This is an optimization exercise on Yosys and OpenROAD, whose aim is small area, a short achievable clock period and few clock cycles per item, not a production implementation.
At most, simulation tests tie the RTL to the original design; equivalence was not proved.
For run 1, only the layout was checked, not whether the RTL still works.

$ cat flow/run.sh
#!/bin/bash
# synth_recipe.tcl (not shown) runs the flow's synth.tcl, then flattens the netlist and writes it again
# the make line also repeats each setting of config.mk as NAME=value (left out here)
make -C /OpenROAD-flow-scripts/flow DESIGN_CONFIG=/design/flow/config.mk WORK_HOME=/design/flow/orfs CLKGATE_MAP_FILE= SYNTH_SCRIPT=/design/flow/synth_recipe.tcl finish
$ cat flow/config.mk
export PLATFORM = sky130hd
export DESIGN_NAME = ldpc_dec_top
export DESIGN_NICKNAME = ldpc_dec_top
export VERILOG_FILES = /design/flow/design.v
export SDC_FILE = /design/flow/constraint.sdc
export NUM_CORES = 4
export LEC_CHECK = 0
export CAP_MARGIN = 20
export CORE_MARGIN = 2
export CORE_UTILIZATION = 30
export SLEW_MARGIN = 20
$ cat flow/constraint.sdc
create_clock -name core_clock -period 20.0 [get_ports {iclk}]
set_input_delay 4.0000 -clock core_clock [delete_from_list [all_inputs] [get_ports {iclk}]]
set_output_delay 4.0000 -clock core_clock [all_outputs]
set_load 0.01 [all_outputs]
$ cat flow/design.v
package ldpc_code_pkg;
  localparam int code_n = 8;
  localparam int code_m = 4;
  localparam int row_w  = 2;
  typedef logic [row_w-1:0]  hb_row_t;
  typedef logic [code_n-1:0] bits_t;
  localparam logic [code_m*code_n-1:0] h_mask = {
    8'b1111_1111,
    8'b0100_1101,
    8'b0010_1011,
    8'b0001_0111
  };
endpackage
package ldpc_dec_pkg;
  localparam int llr_w   = 5;
  localparam int node_w  = 7;
  localparam int node_max = 63;
  localparam logic [2:0] cnorm_mul   = 3'd7;
  localparam int         cnorm_shift = 3;
  localparam int tag_w   = 4;
  localparam int niter_w = 4;
  localparam int err_w   = 4;
  typedef logic signed [llr_w-1:0]  llr_t;
  typedef logic signed [node_w-1:0] node_t;
endpackage
`timescale 1ns/1ns
module ldpc_dec_top (
  input  logic        iclk,
  input  logic        ireset,
  input  logic        start,
  input  logic [39:0] dec_llr,
  input  logic [3:0]  dec_tag,
  input  logic [3:0]  dec_niter,
  input  logic        dec_fmode,
  output logic        busy,
  output logic        out_val,
  output logic [7:0]  out_bits,
  output logic [3:0]  out_tag,
  output logic [3:0]  out_err,
  output logic        out_decfail
);
  localparam int slot_w = 6 + 6 + 3 + 8;
  logic              run_q;
  logic              oval_q;
  logic [1:0]        row_q;
  logic [3:0]        itc_q;
  logic [1:0]        unch_q;
  logic [7:0]        ts_q;
  logic [7:0][5:0]   tm_q;
  logic [slot_w-1:0] ring_q [4];
  logic [3:0]        tag_q;
  logic [3:0]        err_q;
  logic              decf_q;
  logic              accept;
  logic [7:0]        valid;
  assign busy    = run_q | oval_q;
  assign out_val = oval_q;
  assign accept  = start & ~busy;
  always_comb begin
    case (row_q)
      2'd0:    valid = 8'b0001_0111;
      2'd1:    valid = 8'b0010_1011;
      2'd2:    valid = 8'b0100_1101;
      default: valid = 8'b1111_1111;
    endcase
  end
  localparam logic [31:0] col_rows = {
    4'b1000, 4'b1100, 4'b1010, 4'b1001, 4'b1110, 4'b1101, 4'b1011, 4'b1111
  };
  function automatic logic lt7(input logic [6:0] a, input logic [6:0] b);
    logic [6:0] l, e;
    logic [3:0] l2, e2;
    logic [1:0] l4, e4;
    for (int n = 0; n < 7; n++) begin
      l[n] = ~a[n] & b[n];
      e[n] = ~a[n] | b[n];
    end
    for (int n = 0; n < 3; n++) begin
      l2[n] = l[2*n+1] | (e[2*n+1] & l[2*n]);
      e2[n] = l[2*n+1] | (e[2*n+1] & e[2*n]);
    end
    l2[3] = l[6];
    e2[3] = e[6];
    for (int n = 0; n < 2; n++) begin
      l4[n] = l2[2*n+1] | (e2[2*n+1] & l2[2*n]);
      e4[n] = l2[2*n+1] | (e2[2*n+1] & e2[2*n]);
    end
    lt7 = l4[1] | (e4[1] & l4[0]);
  endfunction
  function automatic logic [5:0] scale7(input logic [6:0] a);
    logic [6:0] t;
    t = a + {3'b111, ~a[6:3]} + {6'd0, ~(|a[2:0])};
    scale7 = t[6] ? 6'd63 : t[5:0];
  endfunction
  logic [5:0] om1, om2;
  logic [2:0] ok;
  logic [7:0] osg;
  assign om1 = ring_q[0][22:17];
  assign om2 = ring_q[0][16:11];
  assign ok  = ring_q[0][10:8];
  assign osg = ring_q[0][7:0];
  logic [7:0][6:0] av;
  logic [7:0]      sv;
  logic [7:0][5:0] sc;
  always_comb begin
    for (int i = 0; i < 8; i++) begin
      logic [5:0] mg;
      logic       p, q, same;
      logic [7:0] r;
      mg   = (ok == 3'(i)) ? om2 : om1;
      p    = ts_q[i];
      q    = ~osg[i];
      same = (p == q);
      r    = {2'b00, tm_q[i]} + (same ? {2'b00, mg} : ~{2'b00, mg}) + {7'd0, ~same};
      av[i] = (!same && r[7]) ? 7'(-r) : r[6:0];
      if (same)
        sv[i] = p & ((tm_q[i] != 6'd0) | (mg != 6'd0));
      else if (lt7({1'b0, mg}, {1'b0, tm_q[i]}))
        sv[i] = p;
      else if (lt7({1'b0, tm_q[i]}, {1'b0, mg}))
        sv[i] = q;
      else
        sv[i] = 1'b0;
      sc[i] = scale7(av[i]);
    end
  end
  logic [7:0] is_min, is_sec;
  always_comb begin
    for (int i = 0; i < 8; i++) begin
      logic one, two, b;
      one = 1'b0;
      two = 1'b0;
      for (int j = 0; j < 8; j++) begin
        if (j != i) begin
          b   = valid[j] & ((j < i) ? ~lt7(av[i], av[j]) : lt7(av[j], av[i]));
          two = two | (one & b);
          one = one | b;
        end
      end
      is_min[i] = valid[i] & ~one;
      is_sec[i] = valid[i] & one & ~two;
    end
  end
  logic [6:0] min1;
  logic [5:0] sc1, sc2;
  logic       svk;
  logic [2:0] kidx;
  logic [3:0] kcol;
  logic       sprod;
  always_comb begin
    min1 = '0;
    sc1  = '0;
    sc2  = '0;
    svk  = 1'b0;
    kidx = '0;
    kcol = '0;
    for (int i = 0; i < 8; i++) begin
      min1 = min1 | (is_min[i] ? av[i] : 7'd0);
      sc1  = sc1  | (is_min[i] ? sc[i] : 6'd0);
      sc2  = sc2  | (is_sec[i] ? sc[i] : 6'd0);
      svk  = svk  | (is_min[i] & sv[i]);
      kidx = kidx | (is_min[i] ? 3'(i) : 3'd0);
      kcol = kcol | (is_min[i] ? col_rows[4*i +: 4] : 4'd0);
    end
    sprod = ^(sv & valid);
  end
  logic [7:0]      nsg;
  logic [7:0]      nts;
  logic [7:0][5:0] ntm;
  logic [5:0]      xm;
  logic            xs;
  logic            flip;
  always_comb begin
    logic [7:0] xa;
    logic [7:0] xd;
    xa   = {1'b0, min1} + {2'b00, sc2};
    xd   = {1'b0, min1} - {2'b00, sc2};
    flip = sprod & (lt7(min1, {1'b0, sc2}) | (~lt7({1'b0, sc2}, min1) & svk));
    if (sprod)
      xm = xd[7] ? 6'(-xd) : xd[5:0];
    else
      xm = (xa[7] | xa[6]) ? 6'd63 : xa[5:0];
    xs = svk ^ flip;
  end
  always_comb begin
    for (int i = 0; i < 8; i++) begin
      logic [7:0] r;
      logic       sat;
      nsg[i] = sprod ^ sv[i];
      r   = {1'b0, av[i]} + (sprod ? ~{2'b00, sc1} : {2'b00, sc1}) + {7'd0, sprod};
      sat = sprod ? r[6] : (r[7] | r[6]);
      if (!valid[i]) begin
        nts[i] = ts_q[i];
        ntm[i] = tm_q[i];
      end
      else if (is_min[i]) begin
        nts[i] = xs;
        ntm[i] = xm;
      end
      else begin
        nts[i] = sv[i];
        ntm[i] = r[5:0] | {6{sat}};
      end
    end
  end
  logic [7:0] hb;
  logic [3:0] syn0, nsyn;
  logic [3:0] e0, nerr;
  logic       ck;
  logic       same;
  logic       sg_same;
  always_comb begin
    for (int i = 0; i < 8; i++)
      hb[i] = valid[i] ? sv[i] : ts_q[i];
    syn0[0] = ^(hb & 8'b0001_0111);
    syn0[1] = ^(hb & 8'b0010_1011);
    syn0[2] = ^(hb & 8'b0100_1101);
    syn0[3] = ^hb;
    nsyn = syn0 ^ (flip ? kcol : 4'd0);
    e0 = '0;
    ck = 1'b0;
    for (int i = 0; i < 8; i++) begin
      e0 = e0 + 4'(hb[i] ^ dec_llr[5*i+4]);
      ck = ck | (is_min[i] & (hb[i] ^ dec_llr[5*i+4]));
    end
    nerr = !flip ? e0 : ck ? e0 - 4'd1 : e0 + 4'd1;
    sg_same = 1'b1;
    for (int i = 0; i < 8; i++) begin
      if (valid[i] && nsg[i] != osg[i] && (is_min[i] ? (sc2 != 6'd0) : (sc1 != 6'd0)))
        sg_same = 1'b0;
    end
    same = (sc1 == om1) && (sc2 == om2) && ((kidx == ok) || (sc1 == sc2)) && sg_same;
  end
  logic last_row;
  logic stop;
  assign last_row = (row_q == 2'd3);
  assign stop     = (last_row && ((itc_q[3:1] == 3'd0) || (dec_fmode && nsyn == 4'd0))) ||
                    ((unch_q == 2'd3) && same);
  always_ff @(posedge iclk or posedge ireset) begin
    if (ireset) begin
      run_q  <= 1'b0;
      oval_q <= 1'b0;
    end
    else begin
      oval_q <= run_q & stop;
      if (accept)
        run_q <= 1'b1;
      else if (stop)
        run_q <= 1'b0;
    end
  end
  always_ff @(posedge iclk) begin
    for (int j = 0; j < 3; j++) begin
      ring_q[j][22:11] <= accept ? 12'd0 : ring_q[j+1][22:11];
      ring_q[j][10:0]  <= ring_q[j+1][10:0];
    end
    ring_q[3] <= {accept ? 12'd0 : {sc1, sc2}, kidx, nsg};
  end
  always_ff @(posedge iclk) begin
    tag_q  <= dec_tag;
    err_q  <= nerr;
    decf_q <= (nsyn != 4'd0);
    if (accept) begin
      row_q  <= 2'd0;
      itc_q  <= dec_niter;
      unch_q <= 2'd0;
      for (int i = 0; i < 8; i++) begin
        ts_q[i] <= dec_llr[5*i+4];
        tm_q[i] <= dec_llr[5*i+4] ? 6'd0 - {dec_llr[5*i+4], dec_llr[5*i +: 5]} : {1'b0, dec_llr[5*i +: 5]};
      end
    end
    else begin
      row_q <= row_q + 2'd1;
      if (last_row)
        itc_q <= itc_q - 4'd1;
      unch_q <= same ? unch_q + 2'd1 : 2'd0;
      ts_q   <= nts;
      tm_q   <= ntm;
    end
  end
  assign out_bits    = ts_q;
  assign out_tag     = tag_q;
  assign out_err     = err_q;
  assign out_decfail = decf_q;
endmodule
==> results of run 1 <==
## layout make-up
| cell class | count | area (um2) |
|---|---|---|
| diodes | 1 | 2.50 |
| clock buffers | 18 | 429 |
| clock inverters | 14 | 116 |
| fillers | 8745 | 54900 |
| inverters | 170 | 643 |
| multi-input cells | 2650 | 19600 |
| flip-flops and latches | 167 | 3880 |
| well taps | 1070 | 1340 |
| repair buffers | 150 | 1300 |
## flip-flops by register name (all words and copies together) (netlist names)
name	cells
tag_q	4
unch_q	2
ring_q	92
tm_q	48
err_q	4
decf_q	1
ts_q	8
row_q	2
oval_q	1
itc_q	4
run_q	1
## worst max-delay path, delay by kind of cell, from the launching register on
family | cells | cell delay [ns]
AO/OA/AOI/OAI | 17 | 5.37
adder cells (fa/ha/maj) | 5 | 1.94
AND/OR/NAND/NOR | 6 | 1.52
buffers and inverters | 3 | 1.04
XOR/XNOR | 2 | 0.93
multiplexers | 1 | 0.48
flip-flops | 1 | 0.31
## cell families (layout without fill, tap and decap cells)
logic type	count (synthesis)	count (layout)	share of synthesized area, %
DFF	167	167	15.5
adders and majority gates	264	264	13.7
muxes	80	80	3.33
and+or+nand+nor	1011	1011	21.3
xor gates and xnor gates	277	277	10.6
AOI/OAI and AO/OA	1018	1018	29.3
buffers and inverters	328	352	6.27
other	0	1	0
## metal layers
metal | track usage [%] | vias up | share of wire, %
met5 | 0.340 | - | 0
met2 | 38.6 | 1759 | 41
met3 | 7.12 | 400 | 13
li1 | - | 11900 | -
met1 | 34.4 | 12700 | 40
met4 | 13.6 | 0 | 6.2
## worst paths after layout
kind | to | cells after the start | slack, ns | startpoint
worst max-delay path | tm_q[26] | 34 | 8.10 | ring_q[0][8]
worst min-delay path | ring_q[0][5] | 0 | 0.33 | ring_q[1][5]
worst max register to register | tm_q[26] | 34 | 8.10 | ring_q[0][8]
worst min register to register | ring_q[0][5] | 0 | 0.33 | ring_q[1][5]
max in group asynchronous | oval_q | 2 | 16.22 | ireset
min in group asynchronous | oval_q | 2 | 3.67 | ireset
## stage by stage
stage	worst slack (ns)	area [um2]	hold slack, ns	util [%]
6_report	8.10	27300	0.327	33.2
5_1_grt	7.57	27300	0.331	33.2
4_1_cts	8.45	27300	0.327	33.2
3_5_place_dp	8.48	26800	0.312	32.6
3_3_place_gp	8.57	26800	0.310	32.6
2_1_floorplan	10.94	25000	0.310	-
## placed cells by master, fill, tap and decap left out, types with 18 or more instances in the layout
cell type and count:
fa_1 39, o21ai_0 159, maj3_1 65, and3_1 22, a221oi_1 35, o211ai_1 47, xor2_1 70, nand2b_1 28
buf_4 80, xnor2_1 184, or3_1 20, and2_1 61, nor3_1 89, o221ai_1 21, nor2b_1 41, inv_2 24
nor2_1 251, nand2_1 234, a211oi_1 48, a22oi_1 30, o21a_1 18, o31ai_1 23, dfxtp_1 111, nor4_1 19
mux2i_1 63, a21o_1 49, ha_1 153, nand4_1 32, edfxtp_1 53, inv_1 136, clkdlybuf4s50_1 70, a31oi_1 41
nand3_1 68, o22ai_1 74, a21oi_1 202
==> run notes, run 1 <==
synthesized net count=3389; Arr. time, crit path=12.10 ns; cts hold-fix bufs=0; die width=293 um; Detailed Place HPWL=88.2 mm; number of flops mapped to enable cells by yosys=53; initial antenna violation count=0; Area Growth Syn to Fin=9.32%; I/O Pins=71; Routed Wire Length=114 mm; synth cell count leaders=nor2_1, nand2_1, a21oi_1; area of the core=82200 um2; post-layout min period=11.90 ns; status=timing/DRC/antenna clean; asr flop ratio synth=1.20%; final hold vios=0; Slew @ Worst Pin=1.28 ns; first-pass GRT wire length=167 mm; CTS Root Cell=clkbuf_16; post_cts resized=0; drt first pass iters=10; number of port buffers=70; Post-DRT Antenna Nets=0; Hold Crit Class=reg2reg; pins over their slew limit=0; vias in the first global route=24700; Syn Area/Cell=7.95 um2; Final GP Congestion=1.09; full die area=85700 um2; synth top area cells=dfxtp_1, ha_1, xnor2_1; Clock transition at path regs=0.08 ns; nets=3400; drt wl/cell=27.0 um; slowest CP cell=xnor2_2; max_slew headroom=14.1%; Die Height=293 um; Initial Utilization=30.4%; Overflow after GRT=0; Num CTS Buffers=17; unrepaired setup endpoints after global routing=no; top cell type by total area after synthesis=dfxtp_1; Skew-Pair Late Insertion Delay=0.47 ns; max_cap viols=0; Primary FF master, synth=dfxtp_1; Post-route DRC=0; clk buf depth=2; Final Cycle Share=59.5%; total track usage=26.1%; # setup viols final=0; CP max stage delay=0.81 ns; row count=105; CP max FO=32; Crit path top cell by count=a21oi_1; post-CTS setup buffer count=0; endpoint class of the critical path=register; skew final=0.0151 ns; initial drt markers=3804; count of cell types in the netlist=152; crit path kind=reg2reg; vias per cell=6.29; Clock Sinks=167; total negative slack=0 ns; sequential element share of the synthesized area=15.5%; cell area after synthesis=25000 um2; synthesized flop and latch total=167; H-tree depth=4; ratio of cells with drive above 1 in the final layout=9.88%; Max Clk Rate=84.1 MHz; CTS tree=built; top-count cell post-synth=nor2_1; via count=26700; largest net degree at the start of global routing=81; Mapped Cells=3145; top-area cell type share of the netlist area=8.97%; Synth warnings=2; Worst setup SP type=register; worst path required time=20.20 ns; Finished Layout Cells=4240; placed cells=4207
==> inputs of run 2 (changes only) <==
--- a/flow/design.v
+++ b/flow/design.v
@@ -115,10 +115,3 @@
       av[i] = (!same && r[7]) ? 7'(-r) : r[6:0];
-      if (same)
-        sv[i] = p & ((tm_q[i] != 6'd0) | (mg != 6'd0));
-      else if (lt7({1'b0, mg}, {1'b0, tm_q[i]}))
-        sv[i] = p;
-      else if (lt7({1'b0, tm_q[i]}, {1'b0, mg}))
-        sv[i] = q;
-      else
-        sv[i] = 1'b0;
+      sv[i] = (!same && r[7]) ? q : (p && r[6:0] != 7'd0);
       sc[i] = scale7(av[i]);
==> run notes, run 2 <==
Area Growth Syn to Fin=10.5%; Primary FF master, synth=dfxtp_1; Clock transition at path regs=0.09 ns (about the same); full die area=82300 um2 (-4.0%); Slew @ Worst Pin=1.29 ns (+0.0122 ns); slowest CP cell=nand4_1; number of flops mapped to enable cells by yosys=53 (unchanged); synth cell count leaders=nand2_1, nor2_1, xnor2_1; drt wl/cell=27.8 um (+3.0%); CP max FO=21 (-34%); skew final=0.0229 ns (+0.00779 ns); Final Cycle Share=59.0% (-0.50 points); placed cell area=25900 um2 (-3.4%); initial antenna violation count=4 (+4); most frequent cells in the layout=nand2_1, nor2_1, xnor2_1; top cell type by total area after synthesis=dfxtp_1; first-pass GRT wire length=163 mm (-2.3%); reg2reg path depth=30 (-12%); Detailed Place HPWL=86.9 mm (-1.4%); cell area after synthesis=24000 um2 (-4.0%); Skew-Pair Late Insertion Delay=0.47 ns (about the same); post_cts resized=0 (unchanged); Hold Crit Class=reg2reg; Overflow after GRT=0 (unchanged); Post-DRT Antenna Nets=0 (unchanged); cts hold-fix bufs=0 (unchanged); Mapped Cells=3050 (-3.0%); Initial Utilization=30.3% (-0.077 points); FILL cells=8476 (-3.1%); top cell family by delay on the critical path=simple AND/OR/NAND/NOR gates; post-CTS setup buffer count=0 (unchanged); status=timing/DRC/antenna clean; synthesized flop and latch total=167 (unchanged); max_cap viols=0 (unchanged); H-tree depth=4 (unchanged); Final GP Congestion=1.06 (-2.6%); synthesized net count=3294 (-2.8%); CP max stage delay=0.85 ns (+0.04 ns); Num CTS Buffers=17 (unchanged); Post-route DRC=0 (unchanged); row count=103 (-1.9%); vias per cell=6.36 (+1.2%); final hold vios=0 (unchanged); worst path buffer plus inverter count=3 (unchanged); via count=26200 (-1.8%); ratio of cells with drive above 1 in the final layout=8.87% (-1.0 points); flip-flop count of the largest register after layout=92 (unchanged); Largest Register=ring_q; Max Clk Rate=84.8 MHz (+0.84%); Regs by FF count=ring_q: 92 flops, tm_q: 48 flops, ts_q: 8 flops; worst reg2reg endpoint=tm_q[7]; vias in the first global route=24000 (-2.9%); top-area cell type share of the netlist area=9.35% (+0.38 points); # setup viols final=0 (unchanged); number of port buffers=70 (unchanged); R2R Path Start=ring_q[0][9]; crit path kind=reg2reg; Arr. time, crit path=12.02 ns (-0.08 ns); Die Height=287 um (-2.0%); clk buf depth=2 (unchanged); Synth warnings=2 (unchanged); design area=26500 um2 (-3.0%); sequential element share of the synthesized area=16.2% (+0.65 points); commonest non-fill, non-tap cell in the layout=nand2_1; max_slew headroom=13.4% (-0.68 points); Routed Wire Length=114 mm (about the same); nets=3297 (-3.0%); Worst setup SP type=register; asr flop ratio synth=1.20% (unchanged); CTS tree=built; worst hold path depth=0 (unchanged); Syn Area/Cell=7.87 um2 (-1.0%); unrepaired setup endpoints after global routing=no; Clock Sinks=167 (unchanged); initial drt markers=3814 (+0.26%); die width=287 um (-2.0%); I/O Pins=71 (unchanged); endpoint class of the critical path=register; synth top area cells=dfxtp_1, xnor2_1, ha_1; area of the core=79100 um2 (-3.8%); CTS Root Cell=clkbuf_16; drt first pass iters=9 (-1); total negative slack=0 ns (unchanged); post-layout min period=11.80 ns (-0.0991 ns); Crit path top cell by count=maj3_1; top-count cell post-synth=nand2_1; total track usage=26.8% (+0.72 points); count of cell types in the netlist=135 (-11%); worst path required time=20.22 ns (+0.02 ns); largest net degree at the start of global routing=80 (-1.2%); Hold EP=ring_q[2][10]; Hold Path Origin=ring_q[3][10]; pins over their slew limit=0 (unchanged); R2R setup slack=8.20 ns (+0.10 ns)
## run 2: routing by layer
layer  global-route usage, %  vias up  wire length [um]
met5                       0        -                 0
met2                    39.5     1822             46900
met4                    15.3        0              7860
li1                        -    11500                 -
met1                    35.4    12400             45500
met3                    6.73      451             14300
## run 2: how the worst max path moves through the flow
stage / slack [ns] / start / cells after the start / to
floorplan: 11.06 / ring_q[0][9] / 33 / tm_q[7]
global placement: 8.75 / ring_q[0][9] / 30 / tm_q[7]
detailed placement: 8.71 / ring_q[0][9] / 30 / tm_q[7]
CTS: 8.65 / ring_q[0][9] / 30 / tm_q[10]
global route: 8.01 / ring_q[0][9] / 31 / tm_q[30]
finish: 8.20 / ring_q[0][9] / 30 / tm_q[7]
## run 2: logic make-up after synthesis
kind of cell | count (synthesis) | share of synthesized area, %
compound gates | 1014 | 30.5
xor+xnor | 292 | 11.2
simple gates | 937 | 20.3
mux | 66 | 2.84
buf+inv | 339 | 5.96
flops | 167 | 16.2
fa+ha+maj | 235 | 13.1
## run 2: cell type report
type | count | area, um2 | area share (%)
Clock inverter | 15 | 199 | 0.751
Timing Repair Buffer | 147 | 1280 | 4.82
Inverter | 176 | 669 | 2.53
Clock buffer | 17 | 425 | 1.60
Tap cell | 1050 | 1310 | 4.96
Sequential cell | 167 | 3880 | 14.7
Multi-Input combinational cell | 2544 | 18700 | 70.7
Antenna cell | 2 | 5.00 | 0.0189
## run 2: metrics by stage
step | utilization [%] | std cells | hold WS, ns | setup WS, ns
global route | 33.5 | 4117 | 0.336 | 8.01
floorplan | - | 3050 | 0.310 | 11.06
detailed placement | 32.7 | 4084 | 0.313 | 8.71
global placement | 32.7 | 4083 | 0.310 | 8.75
finish | 33.5 | 4118 | 0.327 | 8.20
CTS | 33.5 | 4116 | 0.323 | 8.65
Testbench counts of run 2, summed over its fixed seeds: cycles 27,728, frames 2,400.
==> inputs of run 3 (changes only) <==
--- a/flow/design.v
+++ b/flow/design.v
@@ -51,3 +51,3 @@
   logic [3:0]        tag_q;
-  logic [3:0]        err_q;
+  logic [7:0]        chan_q;
   logic              decf_q;
@@ -200,4 +200,2 @@
   logic [3:0] syn0, nsyn;
-  logic [3:0] e0, nerr;
-  logic       ck;
   logic       same;
@@ -212,9 +210,2 @@
     nsyn = syn0 ^ (flip ? kcol : 4'd0);
-    e0 = '0;
-    ck = 1'b0;
-    for (int i = 0; i < 8; i++) begin
-      e0 = e0 + 4'(hb[i] ^ dec_llr[5*i+4]);
-      ck = ck | (is_min[i] & (hb[i] ^ dec_llr[5*i+4]));
-    end
-    nerr = !flip ? e0 : ck ? e0 - 4'd1 : e0 + 4'd1;
     sg_same = 1'b1;
@@ -253,3 +244,4 @@
     tag_q  <= dec_tag;
-    err_q  <= nerr;
+    for (int i = 0; i < 8; i++)
+      chan_q[i] <= dec_llr[5*i+4];
     decf_q <= (nsyn != 4'd0);
@@ -275,3 +267,7 @@
   assign out_tag     = tag_q;
-  assign out_err     = err_q;
+  always_comb begin
+    out_err = '0;
+    for (int i = 0; i < 8; i++)
+      out_err = out_err + 4'(ts_q[i] ^ chan_q[i]);
+  end
   assign out_decfail = decf_q;
==> flow/flow/run.sh (new file) <==
#!/bin/bash
# Layout: the standard flow (standard.sh), with its synthesis, clock and constraints.
# Only the timing repair after clock tree synthesis differs: repair_timing gets a setup
# margin, so it also works on the worst path although that path already meets the 20 ns
# clock, and it repairs only that worst path (TNS_END_PERCENT=0), which keeps the added
# area small. The rest of the flow (global route onwards) runs as standard.
set -euo pipefail
bash standard.sh SETUP_SLACK_MARGIN=12 TNS_END_PERCENT=0 cts > flow_to_cts.log 2>&1
bash standard.sh finish > flow_finish.log 2>&1
==> flow/standard.sh (new file) <==
#!/bin/bash
# synth_recipe.tcl (not shown) runs the flow's synth.tcl, then flattens the netlist and writes it again
# the make line also repeats each setting of config.mk as NAME=value (left out here)
make -C /OpenROAD-flow-scripts/flow DESIGN_CONFIG=/design/flow/config.mk WORK_HOME=/design/flow/orfs CLKGATE_MAP_FILE= SYNTH_SCRIPT=/design/flow/synth_recipe.tcl "${@:-finish}"
--- a/flow/config.mk
+++ b/flow/config.mk
@@ -7,5 +7,6 @@
 export LEC_CHECK = 0
+export ABC_AREA = 1
 export CAP_MARGIN = 20
 export CORE_MARGIN = 2
-export CORE_UTILIZATION = 30
+export CORE_UTILIZATION = 55
 export SLEW_MARGIN = 20
removed: flow/run.sh
==> run notes, run 3 <==
status=timing/DRC/antenna clean; area of the core=41900 um2 (-47%); flip-flop count of the largest register after layout=92 (unchanged); worst path required time=20.25 ns (+0.03 ns); Hold Path Origin=ring_q[2][6]; total negative slack=0 ns (unchanged); total track usage=50.4% (+24 points); H-tree depth=4 (unchanged); initial drt markers=4950 (+30%); via count=29000 (+10%); sequential element share of the synthesized area=17.0% (+0.78 points); endpoint class of the critical path=register; top-count cell post-synth=nand2_1; final hold vios=0 (unchanged); placed cell area=24400 um2 (-5.8%); top-area cell type share of the netlist area=18.2% (+8.8 points); Clock Sinks=171 (+2.4%); CP max FO=13 (-38%); synthesized net count=4130 (+25%); CTS tree=built; Die Height=210 um (-27%); full die area=44100 um2 (-46%); vias per cell=6.41 (+0.80%); I/O Pins=71 (unchanged); synth cell count leaders=nand2_1, inv_1, nor2_1; nets=4199 (+27%); commonest non-fill, non-tap cell in the layout=nand2_1; Hold Crit Class=reg2reg; Synth warnings=2 (unchanged); Final WS setup=11.12 ns (+2.92 ns); Regs by FF count=ring_q: 92 flops, tm_q: 48 flops; drt first pass iters=10 (+1); Max Clk Rate=113 MHz (+33%); Slew @ Worst Pin=1.15 ns (-0.141 ns); max_cap viols=0 (unchanged); R2R Path Start=ring_q[0][8]; crit path kind=reg2reg; worst slack, placed=9.83 ns (+1.13 ns); drt wl/cell=25.0 um (-10%); Mapped Cells=3889 (+28%); skew final=0.0140 ns (-0.00883 ns); design area=26200 um2 (-1.3%); synthesized flop and latch total=171 (+2.4%); Primary FF master, synth=dfxtp_1; initial antenna violation count=1 (-3); Area Growth Syn to Fin=12.0%; Critical Path Source=ring_q[0][8]; Num CTS Buffers=17 (unchanged); cts hold-fix bufs=0 (unchanged); vias in the first global route=27200 (+13%); Clock transition at path regs=0.08 ns (about the same); Final GP Congestion=1.11 (+4.7%); Detailed Place HPWL=83.1 mm (-4.5%); Initial Utilization=55.7% (+25 points); Syn Area/Cell=6.01 um2 (-24%); asr flop ratio synth=1.17% (-0.028 points); Largest Register=ring_q; unrepaired setup endpoints after global routing=no; largest net degree at the start of global routing=64 (-20%); Final Cycle Share=44.4% (-15 points); first-pass GRT wire length=165 mm (+0.72%); Post-DRT Antenna Nets=0 (unchanged); most frequent cells in the layout=nand2_1, inv_1, nor2_1; cell area after synthesis=23400 um2 (-2.6%); Skew-Pair Late Insertion Delay=0.50 ns (+0.03 ns); number of port buffers=70 (unchanged); Final Core Density=62.4% (+29 points); synth top area cells=nand2_1, dfxtp_1, nand3_1; Worst setup SP type=register; # setup viols final=0 (unchanged); post-layout min period=8.88 ns (-2.92 ns); ratio of cells with drive above 1 in the final layout=11.0% (+2.1 points); top cell type by total area after synthesis=nand2_1; clk buf depth=2 (unchanged); number of flops mapped to enable cells by yosys=53 (unchanged); CP max stage delay=0.47 ns (-0.38 ns); Overflow after GRT=0 (unchanged); Crit path top cell by count=nand2_1; Routed Wire Length=113 mm (-1.6%); count of cell types in the netlist=66 (-51%); pins over their slew limit=0 (unchanged); CTS Root Cell=clkbuf_16; slowest CP cell=dfxtp_4; row count=75 (-27%); Post-route DRC=0 (unchanged); max_slew headroom=22.5% (+9.1 points); Arr. time, crit path=9.13 ns (-2.89 ns); die width=210 um (-27%)
## run 3: cell types whose count changed after synthesis, moves of 60 or more
cell | before | now
xnor2_1 | 219 | 38
xor2_1 | 63 | 128
nand3_1 | 75 | 379
nor2_1 | 225 | 423
nor3_1 | 77 | 17
nand2_1 | 227 | 1132
and2_1 | 67 | 3
inv_1 | 146 | 468
## run 3: per-layer routing
layer	vias up	track usage, %	part of all wire (%)
li1	12700	-	-
met1	13100	60.8	35
met3	736	17.8	16
met4	0	41.1	10
met5	-	0	0
met2	2403	72.1	39
## run 3: path summary, 6_finish.rpt
kind / endpoint / slack (ns) / cells past startpoint
max in group asynchronous: oval_q / 16.23 / 2
worst min-delay path: ring_q[1][6] / 0.32 / 0
min in group asynchronous: run_q / 3.66 / 2
worst max register to register: tm_q[17] / 11.12 / 42
worst min register to register: ring_q[1][6] / 0.32 / 0
worst max-delay path: tm_q[17] / 11.12 / 42
## run 3: kinds of logic after synthesis
group	after synthesis	share of synthesized area (%)
AOI/OAI and AO/OA	530	13.0
xor gates and xnor gates	172	6.83
adders and majority gates	189	11.3
buffers and inverters	629	10.8
DFF	171	17.0
and+or+nand+nor	2198	41.1
## run 3: metrics by stage
step | hold WS (ns) | cells
floorplan | 0.310 | 3889
global placement | 0.310 | 4417
detailed placement | 0.312 | 4417
CTS | 0.327 | 4510
global route | 0.335 | 4510
finish | 0.324 | 4514
## run 3: repair_timing
action / 4_1_cts / 5_1_grt
setup endpoints to repair: 64 / 0
resized for setup: 189 / 0
setup buffers: 60 / 0
## run 3: area by class of cell
class | count | area, um2
diodes | 4 | 10.0
inverters | 520 | 2050
repair buffers | 158 | 1400
clock inverters | 15 | 174
well taps | 539 | 674
multi-input cells | 3090 | 17500
fillers | 3972 | 15800
flip-flops and latches | 171 | 3980
clock buffers | 17 | 425
## run 3: critical path: cells and delay by family, from the launching register on
family	cells	cell delay [ns]
flops	1	0.47
buf+inv	7	0.87
xor+xnor	1	0.32
simple gates	20	3.48
compound gates	11	2.44
fa+ha+maj	3	1.00
Testbench counts of run 3, summed over its fixed seeds: cycles 27,728, frames 2,400.
==> inputs of run 4 (changes only) <==
--- a/flow/flow/run.sh
+++ b/flow/flow/run.sh
@@ -7,3 +7,3 @@
 set -euo pipefail
-bash standard.sh SETUP_SLACK_MARGIN=12 TNS_END_PERCENT=0 cts > flow_to_cts.log 2>&1
+bash standard.sh SETUP_SLACK_MARGIN=12.5 TNS_END_PERCENT=0 cts > flow_to_cts.log 2>&1
 bash standard.sh finish > flow_finish.log 2>&1
--- a/flow/config.mk
+++ b/flow/config.mk
@@ -10,3 +10,3 @@
 export CORE_MARGIN = 2
-export CORE_UTILIZATION = 55
+export CORE_UTILIZATION = 45
 export SLEW_MARGIN = 20
==> run notes, run 4 <==
status=timing/DRC/antenna clean; ratio of cells with drive above 1 in the final layout=12.9% (+1.9 points); skew final=0.0184 ns (+0.00434 ns); pins over their slew limit=0 (unchanged); unrepaired setup endpoints after global routing=no; Slew @ Worst Pin=0.898 ns (-0.253 ns); worst path required time=20.25 ns (about the same); first-pass GRT wire length=159 mm (-3.3%); Area Growth Syn to Fin=15.8%; flip-flop count of the largest register after layout=92 (unchanged); placed cells=4563 (+3.3%); Final Core Density=52.8% (-9.6 points); max_slew headroom=39.5% (+17 points); via count=27300 (-5.6%); drt wl/cell=23.2 um (-6.9%); ant diodes=0 (-4); Die Height=232 um (+10%); drt first pass iters=6 (-4); max_cap viols=0 (unchanged); Final GP Congestion=1.06 (-4.8%); synth cell count leaders=nand2_1, inv_1, nor2_1; largest net degree at the start of global routing=52 (-19%); most frequent cells in the layout=nand2_1, inv_1, nor2_1; row count=83 (+11%); FILL cells=5411 (+36%); Synth warnings=2 (unchanged); Initial Utilization=45.5% (-10 points); number of flops mapped to enable cells by yosys=53 (unchanged); synth top area cells=nand2_1, dfxtp_1, nand3_1; CP max FO=15 (+2); Regs by FF count=ring_q: 92 flops, tm_q: 48 flops; Max Clk Rate=125 MHz (+11%); CP max stage delay=0.42 ns (-0.05 ns); initial drt markers=3514 (-29%); post-layout min period=8.03 ns (-0.851 ns); sequential element share of the synthesized area=17.0% (unchanged); Final Cycle Share=40.2% (-4.3 points); Clock transition at path regs=0.08 ns (about the same); I/O Pins=71 (unchanged); top-count cell post-synth=nand2_1; CTS tree=built; Post-route DRC=0 (unchanged); commonest non-fill, non-tap cell in the layout=nand2_1; Syn Area/Cell=6.01 um2 (unchanged); Crit path top cell by count=nand2_1; Hold Crit Class=reg2reg; slowest CP cell=dfxtp_2; Clock Sinks=171 (unchanged); vias in the first global route=25100 (-7.6%); final hold vios=0 (unchanged); number of port buffers=70 (unchanged); total negative slack=0 ns (unchanged); Largest Register=ring_q; Num CTS Buffers=17 (unchanged); crit path kind=reg2reg; CTS Root Cell=clkbuf_16; vias per cell=5.80 (-9.6%); endpoint class of the critical path=register; die width=232 um (+10%); Primary FF master, synth=dfxtp_1; top cell type by total area after synthesis=nand2_1; # setup viols final=0 (unchanged); area of the core=51300 um2 (+22%); Worst setup SP type=register; cell area after synthesis=23400 um2 (unchanged); Detailed Place HPWL=81.9 mm (-1.3%); Mapped Cells=3889 (unchanged); Arr. time, crit path=8.28 ns (-0.85 ns); total track usage=40.3% (-10 points); full die area=53800 um2 (+22%); count of cell types in the netlist=66 (unchanged); H-tree depth=4 (unchanged); Overflow after GRT=0 (unchanged); clk buf depth=2 (unchanged); Routed Wire Length=109 mm (-2.9%); initial antenna violation count=2 (+1); top-area cell type share of the netlist area=18.2% (unchanged); asr flop ratio synth=1.17% (unchanged); synthesized flop and latch total=171 (unchanged); synthesized net count=4130 (unchanged); Finished Layout Cells=4711 (+4.4%); nets=4259 (+1.4%); Skew-Pair Late Insertion Delay=0.50 ns (about the same); Post-DRT Antenna Nets=0 (unchanged)
## run 4: cell counts after synthesis
Identical to the previous run, type by type.
## run 4: layout make-up
type                    instances  area (um2)  area share, %
clock buffers                  17         425           1.57
clock inverters                15         193          0.712
inverters                     520        2080           7.68
multi-input cells            3091       17600           65.1
flip-flops and latches        171        4000           14.8
well taps                     680         851           3.14
repair buffers                216        1900           7.02
repair inverters                1        5.00         0.0185
## run 4: logic make-up (layout without fill, tap and decap cells)
group           after synthesis  in the layout  share of synthesized area, %
fa+ha+maj                   189            189                          11.3
xor+xnor                    172            172                          6.83
flops                       171            171                          17.0
buf+inv                     629            769                          10.8
compound gates              530            530                          13.0
simple gates               2198           2200                          41.1
## run 4: what timing repair did
action	in CTS	in global routing
setup endpoints to repair	65	0
hold buffers	0	0
buffers inserted	113	0
gates resized for setup	246	0
## run 4: final timing paths
check	start	end	slack, ns	cells after the start
setup / recovery	ring_q[0][11]	tm_q[28]	11.97	45
min in group asynchronous	ireset	oval_q	3.66	2
hold / removal	ring_q[3][10]	ring_q[2][10]	0.32	0
hold reg to reg	ring_q[3][10]	ring_q[2][10]	0.32	0
max in group asynchronous	ireset	run_q	16.23	2
setup reg to reg	ring_q[0][11]	tm_q[28]	11.97	45
## run 4: critical path, delay by kind of cell (launching register included)
| kind | cells | cell delay, ns |
|---|---|---|
| AOI/OAI and AO/OA | 8 | 1.50 |
| xor gates and xnor gates | 1 | 0.36 |
| adders and majority gates | 3 | 1.05 |
| buffers and inverters | 8 | 1.17 |
| DFF | 1 | 0.42 |
| and+or+nand+nor | 25 | 3.25 |
## run 4: routing by layer
metal / vias to the layer above / wire length, um / GRT usage (%)
li1: 12800 / - / -
met1: 12400 / 42700 / 50.8
met2: 1586 / 45900 / 61.1
met3: 448 / 11800 / 8.12
met4: 2 / 8960 / 29.1
met5: - / 11 / 0
## run 4: through the flow
step	setup slack, ns	cell area, um2	hold WS (ns)
after floorplan	12.61	23400	0.310
after global placement	9.89	24600	0.310
after detailed placement	9.96	24600	0.312
after CTS	12.29	27100	0.323
after global routing	11.45	27100	0.332
final	11.97	27100	0.322
==> inputs of run 5 (changes only) <==
==> flow/flow/run.sh (replaced) <==
#!/bin/bash
# Layout: the standard flow (standard.sh), with its synthesis, clock and constraints.
# Two settings differ from the standard run:
#  - timing repair after clock tree synthesis gets a setup margin, so it also works on the
#    worst path although that path already meets the 20 ns clock, and it repairs only that
#    worst path (TNS_END_PERCENT=0), which keeps the added area small;
#  - every input and output port still gets its own buffer, as in the standard flow, but a
#    plain buf_2 rather than the cell buffer_ports picks by default.
# The rest of the flow (global route onwards) runs as standard.
set -euo pipefail
bash standard.sh SETUP_SLACK_MARGIN=12.5 TNS_END_PERCENT=0 "BUFFER_PORTS_ARGS=-buffer_cell sky130_fd_sc_hd__buf_2" cts > flow_to_cts.log 2>&1
bash standard.sh "BUFFER_PORTS_ARGS=-buffer_cell sky130_fd_sc_hd__buf_2" finish > flow_finish.log 2>&1
==> run notes, run 5 <==
Max Clk Rate=124 MHz (-0.61%); final hold vios=0 (unchanged); Regs by FF count=ring_q: 92 flops, tm_q: 48 flops; synth cell count leaders=nand2_1, inv_1, nor2_1; design area=26700 um2 (-1.4%); top-count cell post-synth=nand2_1; pins over their slew limit=0 (unchanged); status=timing/DRC/antenna clean; ratio of cells with drive above 1 in the final layout=14.4% (+1.5 points); cts hold-fix bufs=0 (unchanged); drt wl/cell=23.0 um (-1.1%); I/O Pins=71 (unchanged); slowest CP cell=fa_1; Mapped Cells=3889 (unchanged); largest net degree at the start of global routing=47 (-9.6%); most frequent cells in the layout=nand2_1, inv_1, nor2_1; skew final=0.0247 ns (+0.00635 ns); asr flop ratio synth=1.17% (unchanged); ant diodes=0 (unchanged); top cell type by total area after synthesis=nand2_1; placed cells=4563 (unchanged); Largest Register=ring_q; Hold Crit Class=reg2reg; CP max stage delay=0.52 ns (+0.10 ns); nets=4248 (-0.26%); count of cell types in the netlist=66 (unchanged); unrepaired setup endpoints after global routing=no; CTS Root Cell=clkbuf_16; commonest non-fill, non-tap cell in the layout=nand2_1; synthesized flop and latch total=171 (unchanged); Finished Layout Cells=4700 (-0.23%); total negative slack=0 ns (unchanged); number of flops mapped to enable cells by yosys=53 (unchanged); initial antenna violation count=5 (+3); endpoint class of the critical path=register; via count=27300 (+0.011%); Post-DRT Antenna Nets=0 (unchanged); die width=232 um (unchanged); H-tree depth=4 (unchanged); Die Height=232 um (unchanged); flip-flop count of the largest register after layout=92 (unchanged); placed cell area=24300 um2 (-1.4%); drt first pass iters=10 (+4); first-pass GRT wire length=158 mm (-0.76%); Area Growth Syn to Fin=14.2%; Arr. time, crit path=8.31 ns (+0.03 ns); clk buf depth=2 (unchanged); Clock transition at path regs=0.08 ns (about the same); Crit path top cell by count=nand2_1; # setup viols final=0 (unchanged); top-area cell type share of the netlist area=18.2% (unchanged); full die area=53800 um2 (unchanged); Syn Area/Cell=6.01 um2 (unchanged); CP max FO=16 (+1); initial drt markers=3265 (-7.1%); sequential element share of the synthesized area=17.0% (unchanged); post-layout min period=8.08 ns (+0.0492 ns); Primary FF master, synth=dfxtp_1; Synth warnings=2 (unchanged); Routed Wire Length=108 mm (-1.4%); Detailed Place HPWL=81.4 mm (-0.71%); crit path kind=reg2reg; Final Cycle Share=40.4% (+0.25 points); row count=83 (unchanged); vias in the first global route=25300 (+0.82%); Initial Utilization=45.5% (unchanged); worst path required time=20.23 ns (-0.02 ns); vias per cell=5.82 (+0.25%); Clock Sinks=171 (unchanged); Worst setup SP type=register; Skew-Pair Late Insertion Delay=0.48 ns (-0.02 ns); Post-route DRC=0 (unchanged); area of the core=51300 um2 (unchanged); number of port buffers=70 (unchanged); cell area after synthesis=23400 um2 (unchanged); Num CTS Buffers=17 (unchanged); max_slew headroom=42.0% (+2.5 points); Overflow after GRT=0 (unchanged); synthesized net count=4130 (unchanged); CTS tree=built; max_cap viols=0 (unchanged); synth top area cells=nand2_1, dfxtp_1, nand3_1; Final GP Congestion=1.06 (+0.23%); total track usage=39.8% (-0.52 points); FILL cells=5422 (+0.20%); final hold slack=0.322 ns (-0.000559 ns); Slew @ Worst Pin=0.861 ns (-0.0365 ns)
[run 5: cell counts after synthesis]
No cell type changed its count.
[run 5: worst paths after layout]
check,startpoint,endpoint,cells past startpoint,slack [ns]
setup / recovery,ring_q[0][9],tm_q[22],50,11.92
hold / removal,ring_q[3][8],ring_q[2][8],0,0.32
setup reg to reg,ring_q[0][9],tm_q[22],50,11.92
hold reg to reg,ring_q[3][8],ring_q[2][8],0,0.32
max in group asynchronous,ireset,run_q,2,16.53
min in group asynchronous,ireset,oval_q,2,3.36
[run 5: repair_timing]
action / CTS / global route
endpoints found under the setup margin: 65 / 0
buffers inserted: 103 / 0
gates resized for setup: 249 / 0
[run 5: worst max-delay path: cells and delay by family (launching register included)]
family | cells | cell delay, ns
simple gates | 24 | 2.84
compound gates | 11 | 1.92
buf+inv | 11 | 1.27
fa+ha+maj | 3 | 1.02
flops | 1 | 0.41
xor+xnor | 1 | 0.29
[run 5: routing by layer]
metal  vias to the layer above  wire length [um]  global-route usage (%)
met3                       479             11500                    7.90
met5                         -                14                       0
li1                      12800                 -                       -
met4                         2              9250                    28.9
met2                      1542             45000                    60.6
met1                     12500             42200                    50.0
[run 5: layout make-up]
class | instances | area (um2) | share of cell area (%)
timing repair buffer | 206 | 1470 | 5.49
clock inverter | 15 | 204 | 0.765
multi-input combinational | 3091 | 17600 | 66.1
sequential | 171 | 4000 | 15.0
clock buffer | 17 | 425 | 1.59
inverter | 520 | 2090 | 7.83
tap | 680 | 851 | 3.19
[run 5: kinds of logic (layout without fill, tap and decap cells)]
family                   Yosys count  after routing  synth area share [%]
XOR/XNOR                         172            172                  6.83
adder cells (fa/ha/maj)          189            189                  11.3
buffers and inverters            629            758                  10.8
flip-flops                       171            171                  17.0
AO/OA/AOI/OAI                    530            530                  13.0
AND/OR/NAND/NOR                 2198           2200                  41.1
[run 5: per-stage QoR]
stage	setup slack, ns	utilization (%)
CTS	12.27	52.0
global route	11.37	52.0
floorplan	12.61	-
global placement	9.78	47.3
detailed placement	9.82	47.3
finish	11.92	52.0

[static timing again, ports no longer ideal]
How much do the figures lean on ideal ports? The routed layouts below were timed once more, with nothing changed but the port constraints. Step 1 (the two cells are an assumption about what drives the block):
set clk [get_ports {iclk}]
set_driving_cell -lib_cell sky130_fd_sc_hd__clkbuf_16 $clk
set_driving_cell -lib_cell sky130_fd_sc_hd__buf_2 [delete_from_list [all_inputs] $clk]
Step 2 moves the port delays by t, midway between the first and last clock arrival at a register: inputs arrive t later, outputs are due t later. That takes back most of the time a late clock gives input paths. Slacks: ideal ports / drivers / drivers and shift; pairs: ideal ports / drivers.
run	t, ns	slack for setup (ns)	worst setup path at the end	slew at the worst register clock pin (ns)
run 1	0.530	8.104 / 8.104 / 8.104	register to register	0.08 / 0.08
run 2	0.518	8.203 / 8.203 / 8.203	register to register	0.09 / 0.09
run 3	0.553	11.118 / 11.118 / 11.118	register to register	0.08 / 0.08
run 4	0.548	11.969 / 11.969 / 11.969	register to register	0.09 / 0.09
run 5	0.528	11.920 / 11.920 / 11.920	register to register	0.09 / 0.09
After both steps setup and hold are still met in every run listed.
